Background: an optimization exercise with open tools, aiming at a short achievable clock period and few clock cycles per item. Do not read the settings as production practice. Function was checked by simulation only, so behaviour that the tests miss may differ from the original. Power is estimated from default activity; no workload was simulated.

`config.mk`:
```
export PLATFORM = sky130hd
export DESIGN_NAME = mips_core_top
export DESIGN_NICKNAME = mips_core_top
export VERILOG_FILES = /design/flow/design.v
export SDC_FILE = /design/flow/constraint.sdc
export NUM_CORES = 4
export LEC_CHECK = 0
export ABC_CLOCK_PERIOD_IN_PS = 3000
export CAP_MARGIN = 20
export CORE_MARGIN = 2
export CORE_UTILIZATION = 58
export SLEW_MARGIN = 20
export SYNTH_HIERARCHICAL = 1
```
`constraint.sdc`:
```
create_clock -name core_clock -period 10.0 [get_ports {aclk}]
set_input_delay 2.0000 -clock core_clock [delete_from_list [all_inputs] [get_ports {aclk}]]
set_output_delay 2.0000 -clock core_clock [all_outputs]
set_load 0.01 [all_outputs]
```
`design.v`:
```
`timescale 1ns/1ps
package isa_pkg;
    localparam int XLEN     = 32;
    localparam int NUM_REGS = 32;
    typedef logic [XLEN-1:0]             word_t;      
    typedef logic [$clog2(NUM_REGS)-1:0] reg_idx_t;   
    localparam word_t RESET_PC = '0;
    localparam logic [5:0] OP_SPECIAL = 6'b000000;    
    localparam logic [5:0] OP_BEQ     = 6'b000100;
    localparam logic [5:0] OP_ADDIU   = 6'b001001;
    localparam logic [5:0] OP_LUI     = 6'b001111;
    localparam logic [5:0] OP_LW      = 6'b100011;
    localparam logic [5:0] OP_SW      = 6'b101011;
    localparam logic [5:0] FN_ADDU = 6'b100001;
    localparam logic [5:0] FN_SUBU = 6'b100011;
    localparam logic [5:0] FN_AND  = 6'b100100;
    localparam logic [5:0] FN_OR   = 6'b100101;
    localparam logic [5:0] FN_SLT  = 6'b101010;
endpackage
`timescale 1ns/1ps
package pipe_pkg;
    typedef enum logic [2:0] {
        ALU_ADD,
        ALU_SUB,
        ALU_AND,
        ALU_OR,
        ALU_SLT,    
        ALU_LUI     
    } alu_op_t;
    typedef struct packed {
        logic           valid;
        logic [31:0] pc;
        logic [31:0] instr;
    } if_id_t;
    typedef struct packed {
        logic              valid;
        logic [31:0]    pc;
        alu_op_t           alu_op;
        logic [31:0]    src_a;        
        logic [31:0]    src_b;        
        logic [31:0]    imm;          
        logic [31:0]    store_data;
        logic [4:0] dst;
        logic              reg_write;
        logic              load;
        logic              store;
        logic              branch;
        logic              use_imm;
    } id_exe_t;
    typedef struct packed {
        logic              valid;
        logic [31:0]    pc;
        logic [31:0]    result;       
        logic [31:0]    store_data;
        logic [4:0] dst;
        logic              reg_write;
        logic              load;
        logic              store;
    } exe_mem_t;
    typedef struct packed {
        logic              valid;
        logic [31:0]    pc;
        logic [31:0]    result;
        logic [4:0] dst;
        logic              reg_write;
    } mem_wb_t;
    typedef struct packed {
        logic              we;
        logic [4:0] dst;
        logic [31:0]    value;
    } fwd_t;
    typedef struct packed {
        logic           enable;
        logic           write;
        logic [31:0] addr;
        logic [31:0] wdata;
    } dmem_req_t;
endpackage
`timescale 1ns/1ps
module fetch_next (
    input  logic [31:2] pc,
    input  logic [31:0] inst_rdata,
    input  logic        x_redirect,    
    input  logic [31:2] e_target,
    input  logic        d_redir,       
    input  logic [31:2] d_tgt,
    input  logic        stall,
    input  logic [3:0]   bt_v,         
    input  logic [119:0] bt_key,
    input  logic [119:0] bt_tgt,
    output logic        bt_hit,        
    output logic        f_ub,
    output logic        f_short,
    output logic [31:2] pc_next
);
    logic [5:0]  a, b, g, p, sum;
    logic [6:0]  c;
    logic [31:8] pc_hi_p, pc_hi_m, hi_c1, hi_c0;
    logic [31:2] f_tgt, pc_inc, pc_seq;
    assign f_ub    = (inst_rdata[31:26] == isa_pkg::OP_BEQ) &&
                     (inst_rdata[25:21] == inst_rdata[20:16]);
    assign f_short = (inst_rdata[15:5] == 11'h000) || (inst_rdata[15:5] == 11'h7ff);
    assign a = pc[7:2];
    assign b = inst_rdata[5:0];
    assign g = a & b;
    assign p = a ^ b;
    assign c[0] = 1'b1;
    assign c[1] = g[0] | p[0];
    assign c[2] = g[1] | (p[1] & g[0]) | (p[1] & p[0]);
    assign c[3] = g[2] | (p[2] & g[1]) | (p[2] & p[1] & g[0]) | (p[2] & p[1] & p[0]);
    assign c[4] = g[3] | (p[3] & g[2]) | (p[3] & p[2] & g[1]) |
                  (p[3] & p[2] & p[1] & g[0]) | (p[3] & p[2] & p[1] & p[0]);
    assign c[5] = g[4] | (p[4] & g[3]) | (p[4] & p[3] & g[2]) |
                  (p[4] & p[3] & p[2] & g[1]) | (p[4] & p[3] & p[2] & p[1] & g[0]) |
                  (p[4] & p[3] & p[2] & p[1] & p[0]);
    assign c[6] = g[5] | (p[5] & g[4]) | (p[5] & p[4] & g[3]) |
                  (p[5] & p[4] & p[3] & g[2]) | (p[5] & p[4] & p[3] & p[2] & g[1]) |
                  (p[5] & p[4] & p[3] & p[2] & p[1] & g[0]) |
                  (p[5] & p[4] & p[3] & p[2] & p[1] & p[0]);
    assign sum = p ^ c[5:0];
    assign pc_hi_p = pc[31:8] + 24'd1;
    assign pc_hi_m = pc[31:8] - 24'd1;
    assign hi_c1   = inst_rdata[5] ? pc[31:8] : pc_hi_p;    
    assign hi_c0   = inst_rdata[5] ? pc_hi_m  : pc[31:8];   
    assign f_tgt   = {(c[6] ? hi_c1 : hi_c0), sum};
    logic [3:0]  bt_h;
    logic [31:2] bt_t;
    always_comb begin
        bt_t = '0;
        for (int i = 0; i < 4; i++) begin
            bt_h[i] = bt_v[i] && (bt_key[30*i +: 30] == pc);
            bt_t    = bt_t | ({30{bt_h[i]}} & bt_tgt[30*i +: 30]);
        end
    end
    assign bt_hit  = |bt_h;
    assign pc_inc  = pc + 30'd1;
    assign pc_seq  = bt_hit ? bt_t : pc_inc;
    always_comb begin
        if (x_redirect)                  pc_next = e_target;
        else if (d_redir)                pc_next = d_tgt;
        else if (stall)                  pc_next = pc;
        else if (f_ub)                   pc_next = f_tgt;
        else                             pc_next = pc_seq;
    end
endmodule
`timescale 1ns/1ps
module reg_file (
    input  logic        aclk,
    input  logic        arst_n,
    input  logic [4:0]  ra,
    input  logic [4:0]  rb,
    input  logic [31:0] ra_oh,   
    input  logic [31:0] rb_oh,
    output logic [31:0] rdata_a,
    output logic [31:0] rdata_b,
    input  logic        we,      
    input  logic [4:0]  wdst,
    input  logic [31:0] wdata
);
    logic [31:0] regs [1:31];
    always_ff @(posedge aclk or negedge arst_n) begin
        if (!arst_n) begin
            for (int i = 1; i < 32; i++) begin
                regs[i] <= '0;
            end
        end else begin
            for (int i = 1; i < 32; i++) begin
                if (we && wdst == 5'(i)) regs[i] <= wdata;
            end
        end
    end
    always_comb begin
        rdata_a = '0;
        rdata_b = '0;
        for (int i = 1; i < 32; i++) begin
            rdata_a = rdata_a | (regs[i] & {32{ra_oh[i]}});
            rdata_b = rdata_b | (regs[i] & {32{rb_oh[i]}});
        end
        if (we && wdst == ra && ra != '0) rdata_a = wdata;
        if (we && wdst == rb && rb != '0) rdata_b = wdata;
    end
endmodule
`timescale 1ns/1ps
module alu_ctl_reg (
    input  logic       aclk,
    input  logic       arst_n,
    input  logic [6:0] d,
    output logic [6:0] q
);
    always_ff @(posedge aclk or negedge arst_n) begin
        if (!arst_n) q <= '0;
        else         q <= d;
    end
endmodule
`timescale 1ns/1ps
module alu (
    input  logic [31:0] m_result,     
    input  logic [31:0] m_bx,         
    input  logic [31:0] e_a,
    input  logic [31:0] e_b,          
    input  logic [3:0]  e_a_m,        
    input  logic [3:0]  e_a_e,        
    input  logic [3:0]  e_b_m,        
    input  logic [3:0]  e_b_e,        
    input  logic        e_sub,
    input  logic [3:0]  e_r_sum,
    input  logic [3:0]  e_r_and,
    input  logic [3:0]  e_r_or,
    input  logic        e_r_slt,
    input  logic        n_sub,        
    output logic [31:0] x_res,
    output logic [31:0] x_bx          
);
    logic [31:0] x_a, x_bb, x_sum;
    logic [31:0] s_am, s_ae, s_bm, s_be, s_sum, s_and, s_or;
    logic [32:0] x_sum33;
    logic        x_slt;
    assign s_am  = {{8{e_a_m[3]}},   {8{e_a_m[2]}},   {8{e_a_m[1]}},   {8{e_a_m[0]}}};
    assign s_ae  = {{8{e_a_e[3]}},   {8{e_a_e[2]}},   {8{e_a_e[1]}},   {8{e_a_e[0]}}};
    assign s_bm  = {{8{e_b_m[3]}},   {8{e_b_m[2]}},   {8{e_b_m[1]}},   {8{e_b_m[0]}}};
    assign s_be  = {{8{e_b_e[3]}},   {8{e_b_e[2]}},   {8{e_b_e[1]}},   {8{e_b_e[0]}}};
    assign s_sum = {{8{e_r_sum[3]}}, {8{e_r_sum[2]}}, {8{e_r_sum[1]}}, {8{e_r_sum[0]}}};
    assign s_and = {{8{e_r_and[3]}}, {8{e_r_and[2]}}, {8{e_r_and[1]}}, {8{e_r_and[0]}}};
    assign s_or  = {{8{e_r_or[3]}},  {8{e_r_or[2]}},  {8{e_r_or[1]}},  {8{e_r_or[0]}}};
    assign x_a  = (s_am & m_result) | (s_ae & e_a);
    assign x_bb = (s_bm & m_bx) | (s_be & e_b);
    assign x_sum33 = {x_a, 1'b1} + {x_bb, e_sub};
    assign x_sum   = x_sum33[32:1];
    assign x_slt = (x_a[31] == x_bb[31]) ? x_a[31] : x_sum[31];
    assign x_res = (s_sum & x_sum) |
                   (s_and & (x_a & x_bb)) |
                   (s_or  & (x_a | x_bb)) |
                   {31'd0, e_r_slt & x_slt};
    assign x_bx  = x_res ^ {32{n_sub}};
endmodule
`timescale 1ns/1ps
module out_bit_reg (
    input  logic aclk,
    input  logic d,
    output logic q
);
    always_ff @(posedge aclk) begin
        q <= d;
    end
endmodule
`timescale 1ns/1ps
module mips_core_top (
    input  logic                aclk,
    input  logic                arst_n,
    output logic [31:0]      inst_addr,
    input  logic [31:0]      inst_rdata,
    output logic                dmem_en,
    output logic                dmem_we,
    output logic [31:0]         dmem_addr,
    output logic [31:0]         dmem_wdata,
    input  logic [31:0]      dmem_rdata,
    output logic [31:0]      debug_wb_pc,
    output logic [31:0]      debug_wb_rf_wdata,
    output logic [3:0]          debug_wb_rf_wen,
    output logic [4:0]   debug_wb_rf_wnum
);
    localparam int BTB_N = 4;         
    logic [31:2] pc;                  
    logic        d_valid;
    logic [31:2] d_pc;
    logic [31:0] d_instr;
    logic        d_nseq;              
    logic        d_fub;               
    logic [31:0] d_rs_oh, d_rt_oh;    
    logic        e_valid;             
    logic [31:2] e_pc;
    logic [31:0] e_a;
    logic [31:0] e_b;
    logic [31:0] e_sd;                
    logic [4:0]  e_dst;
    logic        e_we;                
    logic        e_load;
    logic        e_store;
    logic        e_branch;            
    logic        e_skip1;             
    logic [31:2] e_target;
    logic        e_sub;
    logic        e_r_sum;
    logic        e_r_and;
    logic        e_r_or;
    logic        e_r_slt;
    logic        e_a_m, e_a_e;        
    logic        e_b_m, e_b_e;        
    logic        e_s_m;               
    logic        e_s_l;               
    logic        m_we;
    logic [4:0]  m_dst;
    logic [31:2] m_pc;
    logic [31:0] m_result;
    logic [31:0] m_bx;                
    logic [31:0] m_sd;
    logic        m_load;
    logic        m_en;
    logic        m_st;
    logic        w_we;
    logic [4:0]  w_dst;
    logic [31:2] w_pc;
    logic [31:0] m_value;             
    logic        bt_v   [BTB_N];
    logic [31:2] bt_key [BTB_N];
    logic [31:2] bt_tgt [BTB_N];
    logic [$clog2(BTB_N)-1:0] bt_ptr;
    logic [31:0] x_sd, x_res, x_bx;
    logic        dec_sub;             
    logic        x_eq, x_taken, x_redirect, x_kill;
    alu u_alu (
        .m_result   (m_result),
        .m_bx       (m_bx),
        .e_a        (e_a),
        .e_b        (e_b),
        .e_a_m      (c_a_m),
        .e_a_e      (c_a_e),
        .e_b_m      (c_b_m),
        .e_b_e      (c_b_e),
        .e_sub      (e_sub),
        .e_r_sum    (c_r_sum),
        .e_r_and    (c_r_and),
        .e_r_or     (c_r_or),
        .e_r_slt    (e_r_slt),
        .n_sub      (dec_sub),
        .x_res      (x_res),
        .x_bx       (x_bx)
    );
    assign x_sd = e_s_m ? m_result : e_sd;
    logic eq_me, eq_em, eq_ee;
    assign eq_me = (m_result == e_b);
    assign eq_em = (e_a == m_result);
    assign eq_ee = (e_a == e_b);
    assign x_eq = (e_a_m & e_b_m) | (e_a_m & e_b_e & eq_me) |
                  (e_a_e & e_b_m & eq_em) | (e_a_e & e_b_e & eq_ee);
    assign x_taken    = e_branch && x_eq;
    assign x_kill     = x_taken && e_skip1 && d_valid && !d_nseq;
    assign x_redirect = x_taken && !x_kill;
    logic [5:0]  op, fn;
    logic [4:0]  rs, rt, rd;
    logic [31:0] imm_s;
    logic        is_r, is_addiu, is_lui, is_lw, is_sw, is_beq, is_ub, is_cb;
    logic        r_ok, use_rs, use_rt, use_imm, dec_we;
    logic [4:0]  dec_dst;
    logic [31:0] rf_a, rf_b;
    logic        stall, d_go, use_rt_x;
    logic        a_m, a_w, t_m, t_w;
    assign op    = d_instr[31:26];
    assign rs    = d_instr[25:21];
    assign rt    = d_instr[20:16];
    assign rd    = d_instr[15:11];
    assign fn    = d_instr[5:0];
    assign imm_s = {{16{d_instr[15]}}, d_instr[15:0]};
    assign is_r     = (op == isa_pkg::OP_SPECIAL);
    assign is_addiu = (op == isa_pkg::OP_ADDIU);
    assign is_lui   = (op == isa_pkg::OP_LUI);
    assign is_lw    = (op == isa_pkg::OP_LW);
    assign is_sw    = (op == isa_pkg::OP_SW);
    assign is_beq   = (op == isa_pkg::OP_BEQ);
    assign is_ub    = is_beq && (rs == rt);      
    assign is_cb    = is_beq && (rs != rt);
    assign r_ok     = is_r && (fn == isa_pkg::FN_ADDU || fn == isa_pkg::FN_SUBU ||
                               fn == isa_pkg::FN_AND  || fn == isa_pkg::FN_OR ||
                               fn == isa_pkg::FN_SLT);
    assign use_rs  = r_ok || is_addiu || is_lw || is_sw || is_cb;
    assign use_rt  = r_ok || is_sw || is_cb;
    assign use_imm = is_addiu || is_lui || is_lw || is_sw;
    assign dec_dst = is_r ? rd : rt;
    assign dec_sub = is_r && (fn == isa_pkg::FN_SUBU || fn == isa_pkg::FN_SLT);
    assign use_rt_x = r_ok || is_cb;     
    assign dec_we  = (r_ok || is_addiu || is_lui || is_lw) && (dec_dst != '0);
    reg_file u_reg_file (
        .aclk    (aclk),
        .arst_n  (arst_n),
        .ra      (rs),
        .rb      (rt),
        .ra_oh   (d_rs_oh),
        .rb_oh   (d_rt_oh),
        .rdata_a (rf_a),
        .rdata_b (rf_b),
        .we      (w_we),
        .wdst    (w_dst),
        .wdata   (w_rfd)
    );
    assign stall = d_valid && e_valid && e_load && e_we &&
                   ((use_rs && rs == e_dst) || (use_rt_x && rt == e_dst));
    assign a_m = e_we && (e_dst == rs);
    assign a_w = m_we && (m_dst == rs);
    assign t_m = e_we && (e_dst == rt);
    assign t_w = m_we && (m_dst == rt);
    logic [31:0] op_a, op_b;
    assign op_a = a_w ? m_value : rf_a;
    assign op_b = t_w ? m_value : rf_b;
    logic        d_redir;
    logic [31:2] d_tgt;
    logic        d_ub;
    assign d_ub    = d_valid && is_ub && !x_redirect && !x_kill && !r_redir;
    assign d_redir = d_ub && !d_fub;
    logic        r_redir;
    logic [31:2] l_tgt;               
    always_ff @(posedge aclk or negedge arst_n) begin
        if (!arst_n) r_redir <= 1'b0;
        else         r_redir <= d_redir;
    end
    assign d_tgt   = d_pc + 30'd1 + imm_s[29:0];
    logic [6:0] ctl_d;
    logic [6:0] ctl_q [4];
    logic [3:0] c_a_m, c_a_e, c_b_m, c_b_e, c_r_sum, c_r_and, c_r_or;
    assign ctl_d = {use_rs && a_m,
                    !(use_rs && a_m),
                    !use_imm && use_rt && t_m,
                    !(!use_imm && use_rt && t_m),
                    !(is_r && (fn == isa_pkg::FN_AND || fn == isa_pkg::FN_OR ||
                               fn == isa_pkg::FN_SLT)),
                    is_r && (fn == isa_pkg::FN_AND),
                    is_r && (fn == isa_pkg::FN_OR)};
    for (genvar k = 0; k < 4; k++) begin : g_ctl
        alu_ctl_reg u_ctl (
            .aclk   (aclk),
            .arst_n (arst_n),
            .d      (ctl_d),
            .q      (ctl_q[k])
        );
        assign c_a_m[k]   = ctl_q[k][6];
        assign c_a_e[k]   = ctl_q[k][5];
        assign c_b_m[k]   = ctl_q[k][4];
        assign c_b_e[k]   = ctl_q[k][3];
        assign c_r_sum[k] = ctl_q[k][2];
        assign c_r_and[k] = ctl_q[k][1];
        assign c_r_or[k]  = ctl_q[k][0];
    end
    assign d_go = d_valid && !stall && !x_redirect && !x_kill && !r_redir &&
                  (r_ok || is_addiu || is_lui || is_lw || is_sw || is_cb);
    always_ff @(posedge aclk or negedge arst_n) begin
        if (!arst_n) begin
            e_valid  <= 1'b0;
            e_we     <= 1'b0;
            e_load   <= 1'b0;
            e_store  <= 1'b0;
            e_branch <= 1'b0;
            e_skip1  <= 1'b0;
            e_dst    <= '0;
            e_sub    <= 1'b0;
            e_r_sum  <= 1'b0;
            e_r_and  <= 1'b0;
            e_r_or   <= 1'b0;
            e_r_slt  <= 1'b0;
            e_a_m    <= 1'b0;
            e_a_e    <= 1'b0;
            e_b_m    <= 1'b0;
            e_b_e    <= 1'b0;
            e_s_m    <= 1'b0;
            e_s_l    <= 1'b0;
        end else begin
            e_valid  <= d_go;
            e_we     <= d_go && dec_we;
            e_load   <= d_go && is_lw;
            e_store  <= d_go && is_sw;
            e_branch <= d_go && is_cb;
            e_skip1  <= d_go && is_cb && (d_instr[15:0] == 16'd1) && !d_nseq;
            e_dst    <= dec_dst;
            e_sub    <= dec_sub;
            e_r_sum  <= ctl_d[2];
            e_r_and  <= ctl_d[1];
            e_r_or   <= ctl_d[0];
            e_r_slt  <= is_r && (fn == isa_pkg::FN_SLT);
            e_a_m    <= ctl_d[6];
            e_a_e    <= ctl_d[5];
            e_b_m    <= !use_imm && use_rt && t_m;
            e_b_e    <= ctl_d[3];
            e_s_m    <= use_rt && t_m;
            e_s_l    <= is_sw && t_m && e_load;
        end
    end
    always_ff @(posedge aclk) begin
        e_pc     <= d_pc;
        e_a      <= is_lui ? '0 : op_a;
        e_b      <= is_lui ? {d_instr[15:0], 16'h0000} :
                    (use_imm ? imm_s : (dec_sub ? ~op_b : op_b));
        e_sd     <= op_b;
        e_target <= d_pc + 30'd1 + imm_s[29:0];
    end
    logic [31:2] pc_next;
    logic        bt_hit;
    logic        f_ub, f_short;
    fetch_next u_fetch_next (
        .pc         (pc),
        .inst_rdata (inst_rdata),
        .x_redirect (x_redirect),
        .e_target   (e_target),
        .d_redir    (r_redir),
        .d_tgt      (l_tgt),
        .stall      (stall),
        .bt_v       ({bt_v[3], bt_v[2], bt_v[1], bt_v[0]}),
        .bt_key     ({bt_key[3], bt_key[2], bt_key[1], bt_key[0]}),
        .bt_tgt     ({bt_tgt[3], bt_tgt[2], bt_tgt[1], bt_tgt[0]}),
        .bt_hit     (bt_hit),
        .f_ub       (f_ub),
        .f_short    (f_short),
        .pc_next    (pc_next)
    );
    logic [31:2] pc_o;
    assign inst_addr = {pc_o, 2'b00};
    always_ff @(posedge aclk) begin
        pc_o <= arst_n ? pc_next : '0;
    end
    always_ff @(posedge aclk or negedge arst_n) begin
        if (!arst_n) begin
            pc      <= '0;
            d_valid <= 1'b0;
            d_nseq  <= 1'b0;
            d_fub   <= 1'b0;
            d_instr <= '0;
        end else begin
            pc <= pc_next;
            if (x_redirect || r_redir) d_valid <= 1'b0;
            else if (!stall)           d_valid <= 1'b1;
            if (!stall) begin
                d_nseq  <= f_ub || bt_hit;
                d_fub   <= f_ub && f_short;
                d_instr <= inst_rdata;
            end
        end
    end
    always_ff @(posedge aclk) begin
        if (!stall) begin
            d_pc    <= pc;
            d_rs_oh <= 32'd1 << inst_rdata[25:21];
            d_rt_oh <= 32'd1 << inst_rdata[20:16];
        end
    end
    logic        l_v, bt_known;
    logic [31:2] l_key;
    always_ff @(posedge aclk or negedge arst_n) begin
        if (!arst_n) l_v <= 1'b0;
        else         l_v <= d_ub;
    end
    always_ff @(posedge aclk) begin
        l_key <= d_pc - 30'd1;
        l_tgt <= d_tgt;
    end
    always_comb begin
        bt_known = 1'b0;
        for (int i = 0; i < BTB_N; i++) begin
            if (bt_v[i] && bt_key[i] == l_key) bt_known = 1'b1;
        end
    end
    always_ff @(posedge aclk or negedge arst_n) begin
        if (!arst_n) begin
            bt_ptr <= '0;
            for (int i = 0; i < BTB_N; i++) bt_v[i] <= 1'b0;
        end else if (l_v && !bt_known) begin
            bt_ptr       <= bt_ptr + 1'b1;
            bt_v[bt_ptr] <= 1'b1;
        end
    end
    always_ff @(posedge aclk) begin
        if (l_v && !bt_known) begin
            bt_key[bt_ptr] <= l_key;
            bt_tgt[bt_ptr] <= l_tgt;
        end
    end
    logic [31:0] m_addr;
    always_ff @(posedge aclk or negedge arst_n) begin
        if (!arst_n) begin
            m_we   <= 1'b0;
            m_load <= 1'b0;
            m_dst  <= '0;
            m_addr <= '0;
        end else begin
            m_we   <= e_we;
            m_load <= e_load;
            m_dst  <= e_dst;
            m_addr <= x_res;
        end
    end
    always_ff @(posedge aclk) begin
        m_en     <= e_load || e_store;
        m_st     <= e_store;
        m_pc     <= e_pc;
        m_result <= x_res;
        m_bx     <= x_bx;
        m_sd     <= e_s_l ? dmem_rdata : x_sd;
    end
    assign dmem_en    = m_en;
    assign dmem_we    = m_st;
    assign dmem_addr  = m_addr;
    assign dmem_wdata = m_sd;
    always_ff @(posedge aclk or negedge arst_n) begin
        if (!arst_n) begin
            w_we  <= 1'b0;
            w_dst <= '0;
        end else begin
            w_we  <= m_we;
            w_dst <= m_dst;
        end
    end
    logic [31:0] w_rfd, w_data_o;
    logic [3:0]  w_we_o;
    logic [4:0]  w_dst_o;
    assign m_value = m_load ? dmem_rdata : m_result;
    always_ff @(posedge aclk) begin
        w_pc     <= m_pc;
        if (m_we) w_rfd <= m_value;
        w_data_o <= m_value;
        w_dst_o  <= m_dst;
    end
    assign debug_wb_pc       = {w_pc, 2'b00};
    assign debug_wb_rf_wdata = w_data_o;
    for (genvar k = 0; k < 4; k++) begin : g_wen
        out_bit_reg u_wen (
            .aclk (aclk),
            .d    (m_we),
            .q    (w_we_o[k])
        );
    end
    assign debug_wb_rf_wen   = w_we_o;
    assign debug_wb_rf_wnum  = w_dst_o;
endmodule
```
`flow/run.sh`:
```
#!/bin/bash
# The standard layout with one change:
#  - setup repair aims well past the 10 ns clock, so the achieved period
#    keeps shrinking;
cp standard.sh standard_sh.copy.log
cp config.mk config_mk.copy.log
export SETUP_SLACK_MARGIN=7
bash standard.sh > standard.log 2>&1
```
`standard.sh`:
```
#!/bin/bash
# synth_recipe.tcl (not shown) runs the flow's synth.tcl, then flattens the netlist and writes it again
# the make line also repeats each setting of config.mk as NAME=value (left out here)
make -C /OpenROAD-flow-scripts/flow DESIGN_CONFIG=/design/flow/config.mk WORK_HOME=/design/flow/orfs CLKGATE_MAP_FILE= SYNTH_SCRIPT=/design/flow/synth_recipe.tcl "${@:-finish}"
```
==> key figures, run 1 <==
Status
  • Outcome: finished clean

Yosys
  • Synthesized area: 90100 µm²
  • Yosys warns: 15
  • Syn Area/Cell: 11.8 µm²
  • Synthesized netlist cell count: 7654

Critical path
  • Crit path capture type: flop
  • Critical setup path kind: input pin to flop
  • Reg-to-reg critical path endpoint: pc_o[25]
  • Flop-to-flop setup slack: 6.51 ns
  • CP max FO: 4
  • WP data required: 10.72 ns
  • Worst setup SP type: input pin
  • Worst Path Arrival: 4.43 ns
  • R2r worst-path depth: 9
  • R2R Path Start: pc[12]

Placement
  • Buffers on Ports: 232
  • RePlAce Congestion: 0.986
  • Post-DP HPWL: 214 mm
  • Placed cell count: 9532

Layout
  • Final net count: 8159
  • Register Area: 48400 µm²
  • Share of cells above drive strength 1: 0.314
  • Synth-to-layout area growth: 19.0%
  • Multi-input gate area: 41400 µm²
  • Cell Count, Final, Fillers Out: 10205
  • Fillers: 11310

STA
  • Worst Tran Pin Value: 1.18 ns
  • Final hold vios: 0
  • Minimum clock period: 3.71 ns
  • Final setup viols: 0
  • WHS: 0.317 ns
  • Final setup TNS: 0 ns
  • Setup Skew: 0.0287 ns
  • Slew HR: 0.215
  • Max Slew Vio Count: 0
  • FMAX: 270 MHz
  • RSZ-0062 raised after global routing: yes
  • Final Cycle Share: 0.371

Detailed routing
  • TritonRoute pass-1 iters: 8
  • Drt via density: 7.09
  • Post-Route WL: 353 mm
  • Total number of vias: 72325
  • # DRC: 0
  • DRT iter0 DRCs: 10718
  • WL/cell: 34.6 µm
  • Post-route ant nets: 0

Hold path
  • Hold Crit Class: flop to flop
  • WHS Path Cells: 0
  • Worst hold start: m_pc[11]
  • Hold endpoint: w_pc[11]

Clock tree
  • CTS tree: yes
  • Clk buf depth: 3
  • Worst-path clk slew: 0.06 ns
  • CTS Buf Count: 198
  • Clock sink count: 1936
  • Max H-tree Level: 4
  • Skew-Pair Late Insertion Delay: 0.85 ns
  • CTS root buffer: clkbuf_16
  • CTS Hold Buffers Added: 0

GRT
  • Largest net degree at the start of global routing: 167
  • Grt ovf: 0
  • First-pass GRT wire length: 494 mm
  • Vias in the first global route: 69934
  • Antenna violations before repair: 24
  • Total GRT Usage: 0.431

Floorplanning
  • Die Area: 159000 µm²
  • Die width: 398 µm
  • DIE HEIGHT: 398 µm
  • Area of the core: 154000 µm²
  • # IOs: 237
  • Row Count: 144
  • Starting Density: 0.584

Pwr
  • LEAKAGE: 45.6 nW
  • Worst VDD drop: 0.000172 V
  • Power Density: 190 nW/µm²

Run
  • Max cap viols: 0
[worst max path at each step]
stage | from | to | cells past startpoint
global placement | inst_rdata[17] | pc_o[23] | 10
finish | inst_rdata[31] | pc_o[24] | 14
floorplan | inst_rdata[2] | pc_o[23] | 10
detailed placement | inst_rdata[20] | pc_o[17] | 10
global route | inst_rdata[31] | pc_o[24] | 14
CTS | inst_rdata[29] | pc_o[20] | 10
[metal layers]
metal  wire (µm)  track usage
met3       45800        0.146
met4       22000        0.238
met2      153000        0.628
met1      132000        0.566
met5         268      0.00636
[cell type report]
type,instances,area share
sequential,1936,0.452
multi-input combinational,4965,0.386
timing repair buffer,714,0.0670
clock buffer,289,0.0555
tap,2044,0.0238
clock inverter,85,0.00913
inverter,166,0.00651
timing repair inverter,2,0.000222
antenna,4,0.0000933
[state kept, by name, indices dropped and copies added (netlist names), 32 cells and up]
name             cells
m_addr              32
e_b                 32
w_data_o            32
u_reg_file.regs    992
d_instr             32
bt_key             120
w_rfd               32
e_sd                32
e_a                 32
bt_tgt             120
m_result            32
m_sd                32
m_bx                32
[repair_timing]
action | in CTS | in global routing
resized for setup | 1262 | 387
setup buffers | 134 | 125
endpoints found under the setup margin | 1322 | 1015
pin swaps | 100 | 120
gates cloned | 16 | 19
[critical path: stages]
cell and delay (ns):
buf_6 0.09, or4b_4 0.63, nor3_4 0.22, buf_6 0.14
nand4_1 0.14, buf_12 0.18, buf_4 0.14, buf_6 0.11
nor2_4 0.18, buf_6 0.14, nand2_1 0.05, o22ai_1 0.12
o21ai_1 0.10, and2_1 0.17
[placed cells by master (no fill, tap or decap), types with 34 or more instances in the layout]
cell type        instances
dfrtp_1               1105
mux2_2                 953
a22oi_1                931
edfxtp_1               364
nor2_1                 360
buf_4                  335
dfxtp_1                309
nand4_1                301
xnor2_1                276
xor2_1                 232
clkbuf_16              220
nand2_1                206
buf_6                  169
inv_1                  153
nor4_1                 120
a21oi_1                116
nand3_1                114
o21ai_0                 97
dfxtp_2                 97
a222oi_1                83
ha_1                    79
buf_2                   70
a31oi_1                 68
mux2i_1                 67
a22o_1                  57
mux2_1                  46
buf_12                  45
clkbuf_8                43
dfrtp_2                 43
clkdlybuf4s50_1         42
a211oi_1                39
clkbuf_1                38
o211ai_1                37
nor3_1                  36
and2_1                  36
o21ai_1                 34
a21oi_2                 34
[power by group]
group          internal, mW  switching (mW)  leakage, nW
logic                  1.23            1.74         19.4
clock network          4.60            3.28         3.42
registers              8.72           0.817         22.7
[per-stage QoR]
| step | worst slack, ns | util | cell area (µm²) | power [mW] |
|---|---|---|---|---|
| 6_report | 6.29 | 0.695 | 107000 | 20.4 |
| 3_5_place_dp | 4.46 | 0.613 | 94500 | 12.1 |
| 3_3_place_gp | 4.55 | 0.613 | 94500 | 12.1 |
| 4_1_cts | 6.33 | 0.675 | 104000 | 20.1 |
| 2_1_floorplan | 6.01 | - | 90500 | 10.7 |
| 5_1_grt | 6.26 | 0.695 | 107000 | 20.9 |
Testbench counts, summed over its fixed seeds: cycles 47,980, instrs 47,475.
==> run 2, diff against run 1 <==
--- a/design.v
+++ b/design.v
@@ -244,4 +244,15 @@
     end
 endmodule
+module out_pc_reg (
+    input  logic        aclk,
+    input  logic        arst_n,
+    input  logic [31:2] d,
+    output logic [31:2] q
+);
+    always_ff @(posedge aclk or negedge arst_n) begin
+        if (!arst_n) q <= '0;
+        else         q <= d;
+    end
+endmodule
 `timescale 1ns/1ps
 module mips_core_top (
@@ -502,7 +513,10 @@
     logic [31:2] pc_o;
     assign inst_addr = {pc_o, 2'b00};
-    always_ff @(posedge aclk) begin
-        pc_o <= arst_n ? pc_next : '0;
-    end
+    out_pc_reg u_pc_o (
+        .aclk   (aclk),
+        .arst_n (arst_n),
+        .d      (pc_next),
+        .q      (pc_o)
+    );
     always_ff @(posedge aclk or negedge arst_n) begin
         if (!arst_n) begin
==> key figures, run 2 <==
GRT
  • Largest net degree at the start of global routing: 153
  • Antenna violations before repair: 19
  • Total GRT Usage: 0.431
  • Vias in the first global route: 69948
  • First-pass GRT wire length: 493 mm
  • Grt ovf: 0

Pwr
  • Logic pwr share: 0.121
  • Power Density: 182 nW/µm²
  • Total power: 19.4 mW
  • Worst VDD drop: 0.000202 V
  • Sw Pwr: 5.32 mW
  • LEAKAGE: 45.4 nW
  • P_int: 14.1 mW
  • Sw frac: 0.274
  • Flop pwr share: 0.472
  • Clock power share: 0.408

Critical path
  • Crit path capture type: flop
  • Worst-path cell with the longest stage delay: a221oi_2
  • CP max FO: 4
  • Worst Path Arrival: 4.20 ns
  • Critical setup path kind: input pin to flop
  • CP max stage delay: 0.29 ns
  • Worst setup SP type: input pin
  • Worst path cell trace: buf_8 -> ha_4 -> o211ai_1 -> buf_4 -> buf_6 -> a21bo_4 -> a21oi_4 -> and3_4 -> a21oi_2 -> a221oi_2 -> o22ai_1 -> o31ai_1
  • WP data required: 10.72 ns

Detailed routing
  • Drt via density: 7.08
  • WL/cell: 34.5 µm
  • Post-route ant nets: 0
  • # DRC: 0
  • TritonRoute pass-1 iters: 10
  • Total number of vias: 71780
  • Post-Route WL: 350 mm
  • DRT iter0 DRCs: 9923

STA
  • Slew HR: 0.232
  • Final setup viols: 0
  • Max Slew Vio Count: 0
  • Final worst slack: 6.51 ns
  • RSZ-0062 raised after global routing: yes
  • Minimum clock period: 3.49 ns
  • Worst Tran Pin Value: 1.15 ns
  • Final Cycle Share: 0.349
  • Final setup TNS: 0 ns
  • FMAX: 287 MHz
  • Setup Skew: 0.0315 ns
  • Final hold vios: 0
  • WHS: 0.326 ns

Placement
  • Post-DP HPWL: 214 mm
  • Buffers on Ports: 232
  • Post-Place Worst Slack: 4.51 ns
  • RePlAce Congestion: 0.984

Yosys
  • Yosys warns: 16
  • Synthesized area: 89900 µm²
  • Synthesized netlist cell count: 7613
  • Syn Area/Cell: 11.8 µm²

Clock tree
  • CTS root buffer: clkbuf_16
  • Skew-Pair Late Insertion Delay: 0.85 ns
  • Clk buf depth: 3
  • Max H-tree Level: 4
  • CTS tree: yes
  • Worst-path clk slew: 0.07 ns
  • CTS Buf Count: 201
  • Clock sink count: 1936

Floorplanning
  • Die width: 398 µm
  • Row Count: 144
  • Starting Density: 0.584
  • # IOs: 237
  • Die Area: 158000 µm²
  • DIE HEIGHT: 398 µm
  • Area of the core: 154000 µm²

Hold path
  • Hold Crit Class: flop to flop

Layout
  • Commonest non-fill, non-tap cell in the layout: dfrtp_1
  • Largest Register: u_reg_file.regs
  • Share of cells above drive strength 1: 0.313
  • Synth-to-layout area growth: 18.4%
  • Largest regs: u_reg_file.regs: 992 flops, bt_key: 120 flops, bt_tgt: 120 flops
  • Fillers: 11203
  • Commonest non-fill, non-tap cells in the layout: dfrtp_1, mux2_2, a22oi_1, edfxtp_1, nor2_1
  • Final net count: 8086
  • Max FFs per register: 992
  • Fin util: 0.691

Status
  • Outcome: finished clean

Run
  • Max cap viols: 0
## run 2: worst paths after layout
check	end	startpoint	slack (ns)	depth (start not counted)
worst max-delay path	pc[17]	inst_rdata[2]	6.51	12
worst min-delay path	w_pc[15]	m_pc[15]	0.33	0
worst max register to register	pc[27]	e_b[26]	6.65	12
worst min register to register	w_pc[15]	m_pc[15]	0.33	0
max in group asynchronous	pc[9]	arst_n	7.20	2
min in group asynchronous	u_reg_file.regs[9][1]	arst_n	1.13	1
## run 2: routing by layer
metal  global-route usage  routed length (µm)  vias up
met2                0.637              153000     5001
met5                    0                  86        -
met1                0.557              129000    36190
li1                     -                   -    29325
met3                0.129               42300     1252
met4                0.264               25100       12
## run 2: metrics by stage
step	instance area, µm²	instances
2_1_floorplan	90300	7616
3_3_place_gp	94400	9501
3_5_place_dp	94400	9501
4_1_cts	104000	10030
5_1_grt	106000	10131
6_report	106000	10139
## run 2: power by group through the flow
| stage | combinational [mW] | sequential (mW) | clock [mW] |
|---|---|---|---|
| finish | 2.34 | 9.15 | 7.91 |
| global route | 2.45 | 9.16 | 8.27 |
| CTS | 2.05 | 9.12 | 7.94 |
| detailed placement | 1.80 | 9.27 | 0 |
| global placement | 1.79 | 9.27 | 0 |
| floorplan | 1.08 | 8.92 | 0 |
## run 2: what timing repair did
item                        CTS  global route
resized for setup          1237           347
hold buffers                  0             0
cloned                       10             4
setup buffers               142            94
pin swaps                   105           103
setup endpoints to repair  1056           921
## run 2: cell type report
| type | count | area (µm²) | area share |
|---|---|---|---|
| Multi-Input combinational cell | 4928 | 41200 | 0.387 |
| Timing Repair Buffer | 672 | 6380 | 0.0599 |
| Sequential cell | 1936 | 48600 | 0.456 |
| Clock inverter | 90 | 1020 | 0.00958 |
| Antenna cell | 11 | 27.5 | 0.000259 |
| Timing Repair inverter | 1 | 7.51 | 0.0000705 |
| Tap cell | 2044 | 2560 | 0.0240 |
| Inverter | 170 | 707 | 0.00664 |
| Clock buffer | 287 | 5980 | 0.0562 |
## run 2: critical path: cells and delay by family
kind,cells,cell delay [ns]
adders and majority gates,1,0.28
AOI/OAI and AO/OA,7,1.29
buffers and inverters,3,0.38
and+or+nand+nor,1,0.24
Testbench counts of run 2, summed over its fixed seeds: cycles 47,980, instrs 47,475.
==> run 3, diff against run 2 <==
--- a/design.v
+++ b/design.v
@@ -136,11 +136,14 @@
     assign pc_inc  = pc + 30'd1;
     assign pc_seq  = bt_hit ? bt_t : pc_inc;
+    logic [31:2] pc_alt;
+    logic        use_f;
     always_comb begin
-        if (x_redirect)                  pc_next = e_target;
-        else if (d_redir)                pc_next = d_tgt;
-        else if (stall)                  pc_next = pc;
-        else if (f_ub)                   pc_next = f_tgt;
-        else                             pc_next = pc_seq;
+        if (x_redirect)   pc_alt = e_target;
+        else if (d_redir) pc_alt = d_tgt;
+        else if (stall)   pc_alt = pc;
+        else              pc_alt = pc_seq;
     end
+    assign use_f   = f_ub && !x_redirect && !d_redir && !stall;
+    assign pc_next = use_f ? f_tgt : pc_alt;
 endmodule
 `timescale 1ns/1ps
==> key figures, run 3 <==
Clock tree
  • Clk buf depth: 3
  • Max H-tree Level: 4
  • Skew-Pair Late Insertion Delay: 0.85 ns
  • Worst-path clk slew: 0.06 ns
  • CTS root buffer: clkbuf_16
  • Clock sink count: 1936
  • CTS Hold Buffers Added: 0
  • CTS tree: yes
  • CTS Buf Count: 197

Critical path
  • Critical setup path kind: flop to flop
  • CP max FO: 6
  • Worst-path cell with the longest stage delay: or4_4
  • Worst path cell trace: xor2_1 -> nor4_2 -> nand4_1 -> or4_4 -> o22ai_4 -> o21ai_4 -> a31oi_4 -> buf_12 -> nor2_4 -> nand2_4 -> nor4_4 -> buf_4 -> buf_12 -> nor3_4 -> buf_12 -> o21ai_2 -> nor2_2 -> a211oi_2
  • Worst Path Arrival: 4.26 ns
  • Reg-to-reg critical path endpoint: pc[8]
  • CP max stage delay: 0.56 ns
  • Crit path capture type: flop
  • CP Depth: 18
  • Flop-to-flop setup slack: 6.44 ns
  • Crit path buf inv count: 4
  • WP data required: 10.70 ns
  • Most used cell, CP: buf_12
  • R2R Path Start: m_result[31]
  • Family with the most delay on the worst path: simple AND/OR/NAND/NOR gates
  • Worst setup SP type: flop
  • R2r worst-path depth: 18

Layout
  • Commonest non-fill, non-tap cell in the layout: dfrtp_1
  • Share of cells above drive strength 1: 0.315
  • Final net count: 8020
  • Commonest non-fill, non-tap cells in the layout: dfrtp_1, mux2_2, a22oi_1, edfxtp_1, buf_4
  • Largest regs: u_reg_file.regs: 992 flops, bt_key: 120 flops, bt_tgt: 120 flops
  • Synth-to-layout area growth: 18.4%
  • Max FFs per register: 992
  • Fillers: 11111
  • Largest Register: u_reg_file.regs
  • Fin util: 0.690
  • Post-route design area: 106000 µm²

Floorplanning
  • DIE HEIGHT: 397 µm
  • Starting Density: 0.583
  • Area of the core: 154000 µm²
  • # IOs: 237
  • Row Count: 144
  • Die width: 397 µm
  • Die Area: 158000 µm²

Hold path
  • Hold endpoint: m_pc[14]
  • Hold Crit Class: flop to flop
  • WHS Path Cells: 0
  • Worst hold start: e_pc[14]

Pwr
  • P_int: 14.6 mW
  • Flop pwr share: 0.468
  • LEAKAGE: 44.8 nW
  • Logic pwr share: 0.146
  • Sw frac: 0.280
  • Power Density: 191 nW/µm²
  • Sw Pwr: 5.68 mW
  • Worst VDD drop: 0.000178 V
  • Clock power share: 0.386

Detailed routing
  • WL/cell: 34.3 µm
  • Post-Route WL: 346 mm
  • TritonRoute pass-1 iters: 10
  • Post-route ant nets: 0
  • DRT iter0 DRCs: 10205
  • # DRC: 0
  • Total number of vias: 71125
  • Drt via density: 7.06

Status
  • Outcome: finished clean

GRT
  • Largest net degree at the start of global routing: 163
  • Grt ovf: 0
  • Vias in the first global route: 68715
  • Total GRT Usage: 0.429
  • Antenna violations before repair: 17
  • First-pass GRT wire length: 487 mm

STA
  • Worst Tran Pin Value: 1.06 ns
  • RSZ-0062 raised after global routing: yes
  • Slew HR: 0.291
  • Max Slew Vio Count: 0
  • Minimum clock period: 3.56 ns
  • Final Cycle Share: 0.356
  • Setup Skew: 0.0396 ns
  • Final setup TNS: 0 ns
  • FMAX: 281 MHz
  • Final hold vios: 0
  • Final setup viols: 0
  • Final worst slack: 6.44 ns

Placement
  • Dpl cell area: 94000 µm²
  • Buffers on Ports: 232
  • RePlAce Congestion: 0.969
  • Post-DP HPWL: 208 mm
  • Post-Place Worst Slack: 4.85 ns

Yosys
  • Synthesized area: 89600 µm²
  • Yosys warns: 16
  • Synthesized netlist cell count: 7544
  • Syn Area/Cell: 11.9 µm²

Run
  • Max cap viols: 0
[run 3: what timing repair did]
item,in CTS,in global routing
setup endpoints to repair,1134,1030
gates resized for setup,1253,330
gates cloned,18,5
pin swaps,89,95
setup buffers,152,90
[run 3: how the worst max path moves through the flow]
stage	endpoint	slack [ns]	startpoint
floorplan	pc[30]	5.97	inst_rdata[4]
global placement	pc[30]	4.89	inst_rdata[5]
detailed placement	pc[14]	4.85	inst_rdata[23]
CTS	inst_addr[18]	6.52	u_pc_o.q[18]
global route	pc[8]	6.39	m_result[7]
finish	pc[8]	6.44	m_result[31]
[run 3: power by group through the flow]
stage / Clock, mW / Sequential [mW] / Combinational (mW)
finish: 7.81 / 9.48 / 2.96
global route: 8.18 / 9.52 / 3.09
CTS: 7.86 / 9.42 / 2.69
detailed placement: 0 / 9.59 / 2.37
global placement: 0 / 9.58 / 2.35
floorplan: 0 / 9.27 / 1.37
[run 3: layout make-up]
cell class	instances	area, µm²	share of cell area
repair inverters	3	22.5	0.000212
flip-flops and latches	1936	48600	0.458
well taps	2044	2560	0.0241
repair buffers	685	6490	0.0612
inverters	156	646	0.00609
multi-input cells	4865	40900	0.385
clock buffers	290	5950	0.0560
clock inverters	84	966	0.00910
diodes	14	35.0	0.000330
[run 3: per-layer routing]
metal / vias to the layer above / global-route usage / routed length, µm
li1: 29003 / - / -
met1: 35742 / 0.560 / 129000
met2: 5120 / 0.629 / 149000
met3: 1252 / 0.128 / 42800
met4: 8 / 0.260 / 24900
met5: - / 0.00424 / 58
[run 3: stage by stage]
stage | std cells | power [mW] | hold WS (ns)
6_report | 10077 | 20.3 | 0.322
5_1_grt | 10066 | 20.8 | 0.330
4_1_cts | 9968 | 20.0 | 0.323
3_5_place_dp | 9424 | 12.0 | 0.312
3_3_place_gp | 9422 | 11.9 | 0.312
2_1_floorplan | 7547 | 10.6 | 0.310
Testbench counts of run 3, summed over its fixed seeds: cycles 47,980, instrs 47,475.
==> run 4, diff against run 3 <==
--- a/design.v
+++ b/design.v
@@ -247,15 +247,4 @@
     end
 endmodule
-module out_pc_reg (
-    input  logic        aclk,
-    input  logic        arst_n,
-    input  logic [31:2] d,
-    output logic [31:2] q
-);
-    always_ff @(posedge aclk or negedge arst_n) begin
-        if (!arst_n) q <= '0;
-        else         q <= d;
-    end
-endmodule
 `timescale 1ns/1ps
 module mips_core_top (
@@ -516,10 +505,7 @@
     logic [31:2] pc_o;
     assign inst_addr = {pc_o, 2'b00};
-    out_pc_reg u_pc_o (
-        .aclk   (aclk),
-        .arst_n (arst_n),
-        .d      (pc_next),
-        .q      (pc_o)
-    );
+    always_ff @(posedge aclk) begin
+        pc_o <= arst_n ? pc_next : '0;
+    end
     always_ff @(posedge aclk or negedge arst_n) begin
         if (!arst_n) begin
==> key figures, run 4 <==
Status
  • Outcome: finished clean

Clock tree
  • Worst-path clk slew: 0.07 ns
  • Clk buf depth: 3
  • Skew-Pair Late Insertion Delay: 0.86 ns
  • Max H-tree Level: 4
  • Clock sink count: 1936
  • CTS tree: yes
  • CTS root buffer: clkbuf_16
  • CTS Buf Count: 199

Pwr
  • Worst VDD drop: 0.000188 V
  • Power Density: 188 nW/µm²
  • Logic pwr share: 0.146
  • LEAKAGE: 45.2 nW
  • Total power: 20.1 mW
  • P_int: 14.4 mW
  • Sw frac: 0.283
  • Sw Pwr: 5.70 mW
  • Flop pwr share: 0.471
  • Clock power share: 0.383

Detailed routing
  • Total number of vias: 71275
  • TritonRoute pass-1 iters: 9
  • # DRC: 0
  • DRT iter0 DRCs: 10922
  • Post-route ant nets: 0
  • WL/cell: 34.6 µm
  • Post-Route WL: 350 mm
  • Drt via density: 7.04

Critical path
  • Worst setup SP type: input pin
  • Worst path cell trace: buf_8 -> ha_4 -> a21o_1 -> a21o_4 -> a41oi_4 -> buf_4 -> buf_8 -> and2_4 -> nand2_1 -> o41ai_2 -> xnor2_1 -> mux2i_1 -> and2_1
  • CP max FO: 13
  • CP max stage delay: 0.28 ns
  • Crit path capture type: flop
  • Worst Path Arrival: 4.39 ns
  • Worst-path cell with the longest stage delay: o41ai_2
  • WP data required: 10.74 ns
  • Most used cell, CP: buf_8
  • Critical setup path kind: input pin to flop

STA
  • Final setup viols: 0
  • Setup Skew: 0.0275 ns
  • WHS: 0.314 ns
  • Final hold vios: 0
  • Slew HR: 0.294
  • Minimum clock period: 3.65 ns
  • Final setup TNS: 0 ns
  • Final Cycle Share: 0.365
  • RSZ-0062 raised after global routing: yes
  • FMAX: 274 MHz
  • Max Slew Vio Count: 0
  • Worst Tran Pin Value: 1.06 ns

GRT
  • First-pass GRT wire length: 489 mm
  • Grt ovf: 0
  • Vias in the first global route: 68557
  • Total GRT Usage: 0.430
  • Largest net degree at the start of global routing: 157
  • Antenna violations before repair: 22

Layout
  • Largest regs: u_reg_file.regs: 992 flops, bt_key: 120 flops, bt_tgt: 120 flops
  • Final net count: 8080
  • Synth-to-layout area growth: 19.1%
  • Max FFs per register: 992
  • Fin util: 0.694
  • Share of cells above drive strength 1: 0.320
  • Commonest non-fill, non-tap cell in the layout: dfrtp_1
  • Commonest non-fill, non-tap cells in the layout: dfrtp_1, mux2_2, a22oi_1, edfxtp_1, nor2_1
  • Largest Register: u_reg_file.regs

Floorplanning
  • Row Count: 144
  • Die width: 397 µm
  • Starting Density: 0.583
  • DIE HEIGHT: 397 µm
  • # IOs: 237
  • Die Area: 158000 µm²
  • Area of the core: 154000 µm²

Yosys
  • Syn Area/Cell: 11.8 µm²
  • Synthesized area: 89700 µm²
  • Synthesized netlist cell count: 7581
  • Yosys warns: 15

Hold path
  • Hold Crit Class: flop to flop

Run
  • Max cap viols: 0

Placement
  • Buffers on Ports: 232
  • RePlAce Congestion: 0.975
  • Post-DP HPWL: 213 mm
run 4: metrics by stage:
step / area [µm²] / std cells / worst slack, ns
floorplan: 90000 / 7584 / 5.85
global route: 107000 / 10122 / 6.31
CTS: 104000 / 10006 / 6.52
detailed placement: 94100 / 9466 / 4.45
global placement: 94100 / 9466 / 4.48
finish: 107000 / 10125 / 6.35
run 4: worst paths after layout:
check	start	end	slack (ns)	depth (start not counted)
worst max register to register	m_result[28]	pc_o[18]	6.42	18
worst max-delay path	inst_rdata[4]	pc_o[13]	6.35	13
worst min register to register	m_pc[31]	w_pc[31]	0.31	0
max in group asynchronous	arst_n	u_reg_file.regs[26][10]	7.34	3
worst min-delay path	m_pc[31]	w_pc[31]	0.31	0
min in group asynchronous	arst_n	u_reg_file.regs[5][1]	1.10	1
run 4: metal layers:
metal | wire, µm | up-vias | track usage
met4 | 25600 | 20 | 0.268
met1 | 131000 | 35856 | 0.565
met2 | 150000 | 5034 | 0.625
met3 | 43200 | 1195 | 0.129
met5 | 137 | - | 0.00151
li1 | - | 29170 | -
run 4: layout make-up:
cell class                 count  area, µm²
tap                         2044       2560
sequential                  1936      48500
antenna                        6       15.0
clock buffer                 306       6140
fill                       11212      47100
inverter                     157        629
timing repair inverter         3       25.0
timing repair buffer         709       7030
clock inverter                66        663
multi-input combinational   4898      41300
run 4: power groups by stage:
stage                     clock network, mW  registers [mW]  logic (mW)
after floorplan                           0            9.26        1.38
after global placement                    0            9.56        2.38
after detailed placement                  0            9.58        2.39
after CTS                              7.73            9.45        2.66
after global routing                   8.06            9.52        3.06
final                                  7.71            9.48        2.94
run 4: timing repair:
action / CTS / global route
setup endpoints to repair: 1306 / 792
setup buffers: 148 / 105
gates resized for setup: 1326 / 328
endpoints found under the hold margin: 0 / 0
hold buffers: 0 / 0
pin swaps: 93 / 127
gates cloned: 20 / 7
run 4: worst max-delay path: cells and delay by family:
family                     cells  cell delay [ns]
muxes                          1             0.13
and+or+nand+nor                3             0.49
adders and majority gates      1             0.23
AOI/OAI and AO/OA              4             0.95
buffers and inverters          3             0.42
xor gates and xnor gates       1             0.16
Testbench counts of run 4, summed over its fixed seeds: cycles 47,980, instrs 47,475.

[separate check: timing with driven ports]
The flow's constraints put no driver on any port. The routed layouts listed below were extracted and timed again, unchanged, in two steps.
Step 1 (the two cells are an assumption about what drives the block):
set clk [get_ports {aclk}]
set_driving_cell -lib_cell sky130_fd_sc_hd__clkbuf_16 $clk
set_driving_cell -lib_cell sky130_fd_sc_hd__buf_2 [delete_from_list [all_inputs] $clk]
Step 2 moves the port delays by t, midway between the first and last clock arrival at a register: inputs arrive t later, outputs are due t later. That takes back most of the time a late clock gives input paths.
Slacks: ideal / step 1 / step 2; pairs: ideal / step 1.
run	shift t [ns]	setup slack, ns	hold slack, ns	clock arrival spread, ns
run 1	0.929	6.293 / 6.343 / 5.414	0.317 / 0.317 / 0.317	0.030 / 0.030
run 2	0.922	6.514 / 6.443 / 5.555	0.326 / 0.326 / 0.326	0.037 / 0.037
run 3	0.923	6.438 / 6.414 / 5.670	0.322 / 0.322 / 0.322	0.045 / 0.045
run 4	0.933	6.347 / 6.373 / 5.440	0.314 / 0.314 / 0.314	0.032 / 0.032
After both steps setup and hold are still met in every run listed. For run 2, which loses most, drivers alone change the setup slack by -0.071 ns; drivers and shift together by -0.959 ns.
